Source: an optimization exercise on an open RTL-to-GDS flow (aim: small area). Production flows keep margins and buffers that such runs may drop.
The RTL was checked by simulation tests, not by an equivalence proof against the original design.
Power and IR drop assume default switching activity.

== wip/indigo ==
// executeStage
module executeStage #(
    parameter int dataWidth    = 32,
    parameter int regAddrWidth = 5
) (
    input  logic              clk,
    input  logic              rstN,
    input  logic              clr,
    input  logic              regWriteD,
    input  logic [1:0]        resultSrcD,
    input  logic              memWriteD,
    input  logic              byteAddrD,
    input  logic [1:0]       jumpTypeD,
    input  logic [1:0]       branchTypeD,
    input  logic [2:0]       aluControlD,
    input  logic              aluSrcD,
    input  logic [31:0]      rd1D,
    input  logic [31:0]      rd2D,
    input  logic [31:0]      pcD,
    input  logic [4:0]       rs1D,
    input  logic [4:0]       rs2D,
    input  logic [4:0]       rdD,
    input  logic [31:0]      immExtD,
    input  logic [31:0]      pcPlus4D,
    input  logic [4:0]       rdW,
    input  logic              regWriteW,
    input  logic [31:0]      resultW,
    output logic              pcSrcE,
    output logic [31:0]      pcTargetE,
    output logic              regWriteM,
    output logic [1:0]        resultSrcM,
    output logic              memWriteM,
    output logic              byteAddrM,
    output logic [31:0]      aluResultM,
    output logic [31:0]      writeDataM,
    output logic [4:0]       rdM,
    output logic [31:0]      pcPlus4M
);
clock: 8.0 ns
lec_check: 0
cap_margin: 20
core_margin: 2
core_utilization: 50
gpl_timing_driven: 0
setup_slack_margin: 0.2
slew_margin: 20
standard.sh (not shown) runs the stock make flow with config.mk's settings and CLKGATE_MAP_FILE= SYNTH_SCRIPT=/design/flow/synth_recipe.tcl, a recipe that flattens the netlist after the stock synthesis.
==> flow/flow/run.sh <==
#!/bin/bash
# Layout flow: the standard ORFS flow (standard synthesis unchanged),
# with the smallest buffer on every port instead of the delay cell that
# buffer_ports picks by default. Each tool's output goes to its own log here.
set -euo pipefail
export BUFFER_PORTS_ARGS="-buffer_cell sky130_fd_sc_hd__buf_1"
bash standard.sh synth > synth.log 2>&1
bash standard.sh finish > layout.log 2>&1
## Diff of input files: wip/pepper against wip/indigo
Settings: GPL_TIMING_DRIVEN: 0 -> unset; CORE_UTILIZATION: 50 -> 40.
### Flow results
wip/pepper completed every stage of the flow, and the final layout passed the timing, design-rule and antenna checks.
Horizontal die dimension: wip/pepper vs wip/indigo up about 12%
Going from wip/indigo to wip/pepper, max-slew headroom at the worst pin saw an increase; final cell count moved up.
Minimum setup slack after placement: wip/pepper higher than wip/indigo
wip/pepper vs wip/indigo: total area of multi-input combinational cells down
Compared with wip/indigo, in wip/pepper overall power consumption moved up; met2 routing resource usage after global routing moved down.
Worst hold margin across wip/pepper and wip/indigo: no real change.
wip/indigo has higher sequential fraction of total cell area than wip/pepper.
> inputs changed (wip/pepper -> wip/tundra)
Settings: swapping 40 for 50 in CORE_UTILIZATION.
Notes after the runs:
- wip/tundra vs wip/pepper: internal cell power down in wip/tundra
- Compared with wip/pepper, wip/tundra shows a higher first-iteration DRC count.
- Relative to wip/pepper, the final instance area of wip/tundra is lower by 1.2%.
- [compare] base=wip/pepper new=wip/tundra: setup slack went up, die extent in x now sits lower.
Input changes introduced in wip/onyx (baseline for comparison: wip/tundra):
==> flow/flow/run.sh <==
#!/bin/bash
# Layout flow: the standard ORFS flow (standard synthesis unchanged),
# with the smallest buffer on every port instead of the delay cell that
# buffer_ports picks by default, and a clock tree of smaller buffers without
# dummy loads. Each tool's output goes to its own log here.
set -euo pipefail
export BUFFER_PORTS_ARGS="-buffer_cell sky130_fd_sc_hd__buf_1"
export CTS_ARGS="-sink_clustering_enable -repair_clock_nets -dont_use_dummy_load -buf_list sky130_fd_sc_hd__clkbuf_8"
bash standard.sh synth > synth.log 2>&1
bash standard.sh finish > layout.log 2>&1
Notes after the runs:
- [compare] base=wip/tundra new=wip/onyx: arrival time reported for the critical path endpoint went down by 20 ps, number of global-route vias before repair increased by 104 relative to the old numbers, maximum level of the CTS H-tree picked up an extra 1, vias after detailed routing lower.
- A slowest cell on the critical path of sky130_fd_sc_hd__a211o_1 is what wip/tundra shows, while sky130_fd_sc_hd__fa_2 belongs to wip/onyx.

========
Another version of the RTL of executeStage (not shown whole).
==> flow/design.v (excerpt) <==
module executeStage #(
    parameter int dataWidth    = 32,
    parameter int regAddrWidth = 5
) (
    input  logic              clk,
    input  logic              rstN,
    input  logic              clr,
    input  logic              regWriteD,
    input  logic [1:0]        resultSrcD,
    input  logic              memWriteD,
    input  logic              byteAddrD,
    input  logic [1:0]       jumpTypeD,
    input  logic [1:0]       branchTypeD,
    input  logic [2:0]       aluControlD,
    input  logic              aluSrcD,
    input  logic [31:0]      rd1D,
    input  logic [31:0]      rd2D,
    input  logic [31:0]      pcD,
    input  logic [4:0]       rs1D,
    input  logic [4:0]       rs2D,
    input  logic [4:0]       rdD,
    input  logic [31:0]      immExtD,
    input  logic [31:0]      pcPlus4D,
    input  logic [4:0]       rdW,
    input  logic              regWriteW,
    input  logic [31:0]      resultW,
    output logic              pcSrcE,
    output logic [31:0]      pcTargetE,
    output logic              regWriteM,
    output logic [1:0]        resultSrcM,
    output logic              memWriteM,
    output logic              byteAddrM,
    output logic [31:0]      aluResultM,
    output logic [31:0]      writeDataM,
    output logic [4:0]       rdM,
    output logic [31:0]      pcPlus4M
);
    logic        regWriteE, memWriteE;
  ...
Settings: LEC_CHECK=0, CAP_MARGIN=20, CORE_MARGIN=2, CORE_UTILIZATION=62, GPL_TIMING_DRIVEN=0, SETUP_SLACK_MARGIN=0, SLEW_MARGIN=20; clock period 8.0 ns.
==> flow/flow/run.sh <==
#!/bin/bash
# Layout flow: the standard ORFS flow with three changes.
#  - synthesis: the standard script, but ABC maps the logic for area
#    (flow/abc_area.script, used through ABC_AREA=1); the resizer later sizes
#    what the timing needs. Registers are untouched, so they keep the
#    standard synthesis's names and cells.
#  - clock tree: clkbuf_8 buffers, sink clusters of up to 16, no dummy loads.
#  - placement: the smallest buffer (buf_1) on every port instead of the
#    delay cell that buffer_ports picks by default.
# Each tool's output goes to its own log in this folder.
set -euo pipefail
W=$PWD
rm -rf "$W/scripts_abc"
cp -r "$FLOW_HOME/scripts" "$W/scripts_abc"
cp "$W/flow/abc_area.script" "$W/scripts_abc/abc_area.script"
export BUFFER_PORTS_ARGS="-buffer_cell sky130_fd_sc_hd__buf_1"
export CTS_ARGS="-sink_clustering_enable -repair_clock_nets -dont_use_dummy_load -buf_list sky130_fd_sc_hd__clkbuf_8 -sink_clustering_size 16 -sink_clustering_max_diameter 65"
bash standard.sh SCRIPTS_DIR="$W/scripts_abc" ABC_AREA=1 synth > synth.log 2>&1
bash standard.sh finish > layout.log 2>&1
==> flow/flow/abc_area.script <==
strash
dch
map -a
topo
The starting point completed without violations.
==> next run, changes <==
==> flow/flow/abc_area.script (replaced) <==
strash
dch
amap
topo
upsize
dnsize
Settings changed: CORE_UTILIZATION 62 to 58.
After rerunning: Now the flow completed and failed the layout checks on negative setup slack; design area grows by a few percent; setup slack degrades by 1200 ps; wire length grows by a little under a tenth; die area grows by a few percent; core utilization grows by 2.1 points; first-iteration DRC count grows by about a fifth; total power grows by a few percent; global-route usage grows by 0.31 points.
==> next run, changes <==
--- a/flow/flow/run.sh
+++ b/flow/flow/run.sh
@@ -15,5 +15,5 @@
 cp "$W/flow/abc_area.script" "$W/scripts_abc/abc_area.script"
 export BUFFER_PORTS_ARGS="-buffer_cell sky130_fd_sc_hd__buf_1"
-export CTS_ARGS="-sink_clustering_enable -repair_clock_nets -dont_use_dummy_load -buf_list sky130_fd_sc_hd__clkbuf_8 -sink_clustering_size 16 -sink_clustering_max_diameter 65"
+export CTS_ARGS="-sink_clustering_enable -repair_clock_nets -dont_use_dummy_load -buf_list sky130_fd_sc_hd__clkbuf_16 -sink_clustering_size 28 -sink_clustering_max_diameter 90"
 bash standard.sh SCRIPTS_DIR="$W/scripts_abc" ABC_AREA=1 synth > synth.log 2>&1
 bash standard.sh finish > layout.log 2>&1
==> flow/flow/abc_area.script (replaced) <==
strash
dch
map -a
topo
Effect: The changed run passed the timing, design-rule and antenna checks. Via count goes down by 5.5%. Routed wire length decreases by 11%. Fmax came out higher by 16%. Clock power goes up by 4.8%. Global-route usage fell by 3.5 points.

========
Setup of build 81:
Another version of the RTL of executeStage (not shown whole).
Size: ~1,700 cells after synthesis, roughly 290 flip-flops, about 370 I/O pins.
Settings: LEC_CHECK=0, CAP_MARGIN=20, CORE_MARGIN=2, CORE_UTILIZATION=65, GPL_TIMING_DRIVEN=0, SETUP_SLACK_MARGIN=0.05, SLEW_MARGIN=20; clock period 8.0 ns.
==> flow/flow/run.sh <==
#!/bin/bash
# Layout flow: the standard ORFS flow with two changes.
#  - synthesis: the standard script, but ABC maps for area (map -a) and
#    then sizes gates for delay (flow/abc_area.script); registers are
#    untouched, so they keep the standard synthesis's names and cells.
#  - clock tree: smaller buffers, larger sink clusters, no dummy loads.
#  - placement: the smallest buffer on every port instead of the delay
#    cell that buffer_ports picks by default.
# Each tool's output goes to its own log in this folder.
set -euo pipefail
W=$PWD
rm -rf "$W/scripts_abc"
cp -r "$FLOW_HOME/scripts" "$W/scripts_abc"
cp "$W/flow/abc_area.script" "$W/scripts_abc/abc_area.script"
export BUFFER_PORTS_ARGS="-buffer_cell sky130_fd_sc_hd__buf_1"
export CTS_ARGS="-sink_clustering_enable -repair_clock_nets -dont_use_dummy_load -buf_list sky130_fd_sc_hd__clkbuf_8 -sink_clustering_size 14 -sink_clustering_max_diameter 60"
bash standard.sh SCRIPTS_DIR="$W/scripts_abc" ABC_AREA=1 synth > synth.log 2>&1
bash standard.sh finish > layout.log 2>&1
==> flow/flow/abc_area.script <==
strash
dch
map -a
topo
upsize
dnsize
Edits applied to the flow inputs when going from build 81 to build 73:
# build 81
export LEC_CHECK = 0
export CAP_MARGIN = 20
export CORE_MARGIN = 2
export CORE_UTILIZATION = 65
export GPL_TIMING_DRIVEN = 0
export SETUP_SLACK_MARGIN = 0.05
export SLEW_MARGIN = 20
create_clock -name core_clock -period 8.0 [get_ports {clk}]
# build 73
export LEC_CHECK = 0
export CAP_MARGIN = 20
export CORE_MARGIN = 2
export CORE_UTILIZATION = 50
export GPL_TIMING_DRIVEN = 0
export SETUP_SLACK_MARGIN = 0.2
export SLEW_MARGIN = 20
create_clock -name core_clock -period 8.0 [get_ports {clk}]
Results
Taking build 81 as the reference point, the switching fraction of total power of build 73 falls by 1.2 points. Row internal power contribution: build 73 higher / build 81 lower. | remaining max-slew budget at the tightest pin | build 73 vs build 81 | worse |. As far as clock net sink count goes, build 81 and build 73 are indistinguishable; the numbers are identical. Via count: build 73 vs build 81 down 9.2%. The clock share of power in build 73 sits 1.4 points above the value recorded for build 81. Looking at clock power across both flows, build 73 is the weaker of the two, with build 81 ahead. Of build 73 and build 81, the lower utilization after layout belongs to build 73. [compare] base=build 81 new=build 73: worst path required time saw a decrease, detailed-routed wire length on met2 lost 8.8%. On delay of the slowest cell on the worst path: between build 73 and build 81, it ends up higher for build 81.
## Diff of input files: build 68 against build 73
# build 73
export LEC_CHECK = 0
export CAP_MARGIN = 20
export CORE_MARGIN = 2
export CORE_UTILIZATION = 50
export GPL_TIMING_DRIVEN = 0
export SETUP_SLACK_MARGIN = 0.2
export SLEW_MARGIN = 20
create_clock -name core_clock -period 8.0 [get_ports {clk}]
# build 68
export LEC_CHECK = 0
export CAP_MARGIN = 20
export CORE_MARGIN = 2
export CORE_UTILIZATION = 58
export GPL_TIMING_DRIVEN = 0
export SETUP_SLACK_MARGIN = 0
export SLEW_MARGIN = 20
create_clock -name core_clock -period 8.0 [get_ports {clk}]
--- a/flow/flow/run.sh
+++ b/flow/flow/run.sh
@@ -16 +16 @@
-export CTS_ARGS="-sink_clustering_enable -repair_clock_nets -dont_use_dummy_load -buf_list sky130_fd_sc_hd__clkbuf_8 -sink_clustering_size 14 -sink_clustering_max_diameter 60"
+export CTS_ARGS="-sink_clustering_enable -repair_clock_nets -dont_use_dummy_load -buf_list sky130_fd_sc_hd__clkbuf_8 -sink_clustering_size 16 -sink_clustering_max_diameter 65"
==> flow/flow/abc_area.script <==
strash
dch
map -a
topo
==> comparison <==
- Measured against each other, build 68 and build 73 differ in met2 wirelength from detailed routing, the higher figure coming from build 73.
- Build 68 | status: complete | timing, DRC, antenna: pass
- The via count was comparable across build 68 and build 73.
- Synthesized area (build 68 vs. build 73) decreases slightly
- Relative to build 73, the final net count of build 68 is lower by 27.
- The sequential group share of total power in build 68 was higher than what build 73 gave.
--- input diff build 68..build 41 ---
# build 68
export LEC_CHECK = 0
export CAP_MARGIN = 20
export CORE_MARGIN = 2
export CORE_UTILIZATION = 58
export GPL_TIMING_DRIVEN = 0
export SETUP_SLACK_MARGIN = 0
export SLEW_MARGIN = 20
create_clock -name core_clock -period 8.0 [get_ports {clk}]
# build 41
export LEC_CHECK = 0
export CAP_MARGIN = 5
export CORE_MARGIN = 2
export CORE_UTILIZATION = 58
export GPL_TIMING_DRIVEN = 0
export SETUP_SLACK_MARGIN = 0.1
export SLEW_MARGIN = 5
create_clock -name core_clock -period 8.0 [get_ports {clk}]
--- a/flow/flow/run.sh
+++ b/flow/flow/run.sh
@@ -16 +16 @@
-export CTS_ARGS="-sink_clustering_enable -repair_clock_nets -dont_use_dummy_load -buf_list sky130_fd_sc_hd__clkbuf_8 -sink_clustering_size 16 -sink_clustering_max_diameter 65"
+export CTS_ARGS="-sink_clustering_enable -repair_clock_nets -dont_use_dummy_load -buf_list sky130_fd_sc_hd__clkbuf_8 -sink_clustering_size 14 -sink_clustering_max_diameter 60"
==> flow/flow/abc_area.script <==
strash
dch
map -a
topo
upsize
dnsize
Findings:
The total of fill cells in the finished design of build 41 falls short of that of build 68 by 55. Wire length of the first global-routing pass ends up lower on build 68. In the flow results for build 41 and build 68, the area of all placed cells without fillers is smaller on build 68. Build 41 | stages: all done | timing, DRC, antenna: all pass. On build 41: switching share of total power is 0.39 points higher than what build 68 gave.

========
Setup of run A:
Starting RTL as in the previous note.
export LEC_CHECK = 0
export CAP_MARGIN = 20
export CORE_MARGIN = 2
export CORE_UTILIZATION = 58
export GPL_TIMING_DRIVEN = 0
export SETUP_SLACK_MARGIN = 0
export SLEW_MARGIN = 20
create_clock -name core_clock -period 8.0 [get_ports {clk}]
==> flow/flow/run.sh <==
#!/bin/bash
# Layout flow: the standard ORFS flow with two changes.
#  - synthesis: the standard script, but ABC maps for area (map -a) and
#    then sizes gates for delay (flow/abc_area.script); registers are
#    untouched, so they keep the standard synthesis's names and cells.
#  - clock tree: smaller buffers, larger sink clusters, no dummy loads.
#  - placement: the smallest buffer on every port instead of the delay
#    cell that buffer_ports picks by default.
# Each tool's output goes to its own log in this folder.
set -euo pipefail
W=$PWD
rm -rf "$W/scripts_abc"
cp -r "$FLOW_HOME/scripts" "$W/scripts_abc"
cp "$W/flow/abc_area.script" "$W/scripts_abc/abc_area.script"
export BUFFER_PORTS_ARGS="-buffer_cell sky130_fd_sc_hd__buf_1"
export CTS_ARGS="-sink_clustering_enable -repair_clock_nets -dont_use_dummy_load -buf_list sky130_fd_sc_hd__clkbuf_8 -sink_clustering_size 17 -sink_clustering_max_diameter 70"
bash standard.sh SCRIPTS_DIR="$W/scripts_abc" ABC_AREA=1 synth > synth.log 2>&1
bash standard.sh finish > layout.log 2>&1
==> flow/flow/abc_area.script <==
strash
dch
map -a
topo
upsize
dnsize
Inputs modified between run A and run B:
--- a/flow/flow/run.sh
+++ b/flow/flow/run.sh
@@ -14,5 +14,5 @@
 cp "$W/flow/abc_area.script" "$W/scripts_abc/abc_area.script"
 export BUFFER_PORTS_ARGS="-buffer_cell sky130_fd_sc_hd__buf_1"
-export CTS_ARGS="-sink_clustering_enable -repair_clock_nets -dont_use_dummy_load -buf_list sky130_fd_sc_hd__clkbuf_8 -sink_clustering_size 17 -sink_clustering_max_diameter 70"
+export CTS_ARGS="-sink_clustering_enable -repair_clock_nets -dont_use_dummy_load -buf_list sky130_fd_sc_hd__clkbuf_8 -sink_clustering_size 14 -sink_clustering_max_diameter 60"
 bash standard.sh SCRIPTS_DIR="$W/scripts_abc" ABC_AREA=1 synth > synth.log 2>&1
 bash standard.sh finish > layout.log 2>&1
==> flow/flow/abc_area.script <==
strash
dch
map -a
topo
Comparing the two runs side by side, run B comes out behind run A on final setup slack of the worst path. On run B: sequential power share is 0.7 points lower than what run A gave. Between run B and run A, the sequential share of cell area does not differ in any meaningful way. On number of distinct library cell variants in the gate-level netlist after synthesis, the lower figure sits with run B, not run A. Run B: part of the power in the clock network 1.7 points above run A. Compare run B and run A | summed instance area of the synthesized netlist lower: run B. Diff run A..run B | total congestion overflow after global routing | unchanged. Per the comparison of run B with run A, switching power decreased by 0.0042 mW relative to the old numbers; cell area after placement increased by 0.58% relative to the old numbers.
> inputs changed (run B -> run C)
--- a/flow/config.mk
+++ b/flow/config.mk
@@ -10,4 +10,4 @@
 export CORE_UTILIZATION = 58
 export GPL_TIMING_DRIVEN = 0
-export SETUP_SLACK_MARGIN = 0
+export SETUP_SLACK_MARGIN = 0.1
 export SLEW_MARGIN = 20
Notes after the runs:
- Run C gives more final critical-path setup slack than run B did.
- Run C completed every stage of the flow, and the final layout passed the timing, design-rule and antenna checks.
- Relative to run B, count of cells resized by post-cts repair increased by 48% in run C.
- The run showing the smaller combined buffer and inverter count along the critical path is run C.
--- input diff run C..run D ---
==> flow/flow/abc_area.script <==
strash
dch
map -a
topo
upsize
dnsize
### Flow results
- Against run C, run D comes in 0.30 points higher on compound-cell area share of the yosys netlist.
- Looking only at power density relative to cell area, and setting everything else aside, the higher value of run C and run D goes to run C.
- [compare] base=run C new=run D: number of nets in the layout barely changed; maximum fanout along the worst path moved up.

[static timing again, ports no longer ideal]
No port has a modelled driver above. Below, the same layouts with a new extraction and two added sets of constraints. Step 1: set_driving_cell puts a clkbuf_16 on clk and a buf_2 on each other input, an assumption about the parent block. Step 2 also shifts input and output timing later by t, the mid clock arrival at the registers, as if the neighbouring blocks saw the same clock. a / b / c = ideal / step 1 / step 2; a / b = the first two.
| run | t (ns) | slack for setup (ns) | hold WS [ns] | slew at the worst register clock pin (ns) |
|---|---|---|---|---|
| wip/indigo | 0.638 | 0.078 / 0.024 / -0.293 | 0.324 / 0.324 / 0.324 | 0.07 / 0.07 |
| wip/pepper | 0.647 | 0.074 / 0.047 / 0.047 | 0.324 / 0.324 / 0.324 | 0.06 / 0.06 |
| wip/tundra | 0.625 | 0.150 / 0.109 / 0.109 | 0.324 / 0.324 / 0.324 | 0.07 / 0.07 |
| wip/onyx | 0.614 | 0.171 / 0.136 / 0.136 | 0.324 / 0.324 / 0.324 | 0.06 / 0.06 |
| the first run of note 2 | 0.607 | 0.200 / 0.176 / -0.333 | 0.306 / 0.306 / 0.306 | 0.11 / 0.11 |
| the second run of note 2 | 0.619 | -1.048 / -1.097 / -1.097 | 0.315 / 0.315 / 0.315 | 0.11 / 0.11 |
| the third run of note 2 | 0.547 | 0.222 / 0.198 / -0.102 | 0.311 / 0.311 / 0.311 | 0.11 / 0.11 |
| build 81 | 0.611 | 0.187 / 0.172 / -0.405 | 0.324 / 0.324 / 0.324 | 0.10 / 0.10 |
| build 73 | 0.631 | 0.570 / 0.545 / 0.039 | 0.320 / 0.320 / 0.320 | 0.09 / 0.09 |
| build 68 | 0.602 | 0.306 / 0.284 / -0.146 | 0.312 / 0.312 / 0.312 | 0.11 / 0.11 |
| build 41 | 0.619 | 0.256 / 0.228 / -0.153 | 0.282 / 0.282 / 0.282 | 0.10 / 0.10 |
| run A | 0.598 | 0.312 / 0.285 / -0.221 | 0.305 / 0.305 / 0.305 | 0.12 / 0.12 |
| run B | 0.611 | 0.251 / 0.229 / -0.179 | 0.328 / 0.328 / 0.328 | 0.09 / 0.09 |
| run C | 0.611 | 0.367 / 0.339 / -0.080 | 0.311 / 0.311 / 0.311 | 0.09 / 0.09 |
| run D | 0.615 | 0.364 / 0.337 / -0.200 | 0.326 / 0.326 / 0.326 | 0.09 / 0.09 |
With both steps, setup timing fails in 10 of these runs, where it was met with ideal ports. For build 81, which loses most, drivers alone change the setup slack by -0.015 ns; drivers and shift together by -0.592 ns.
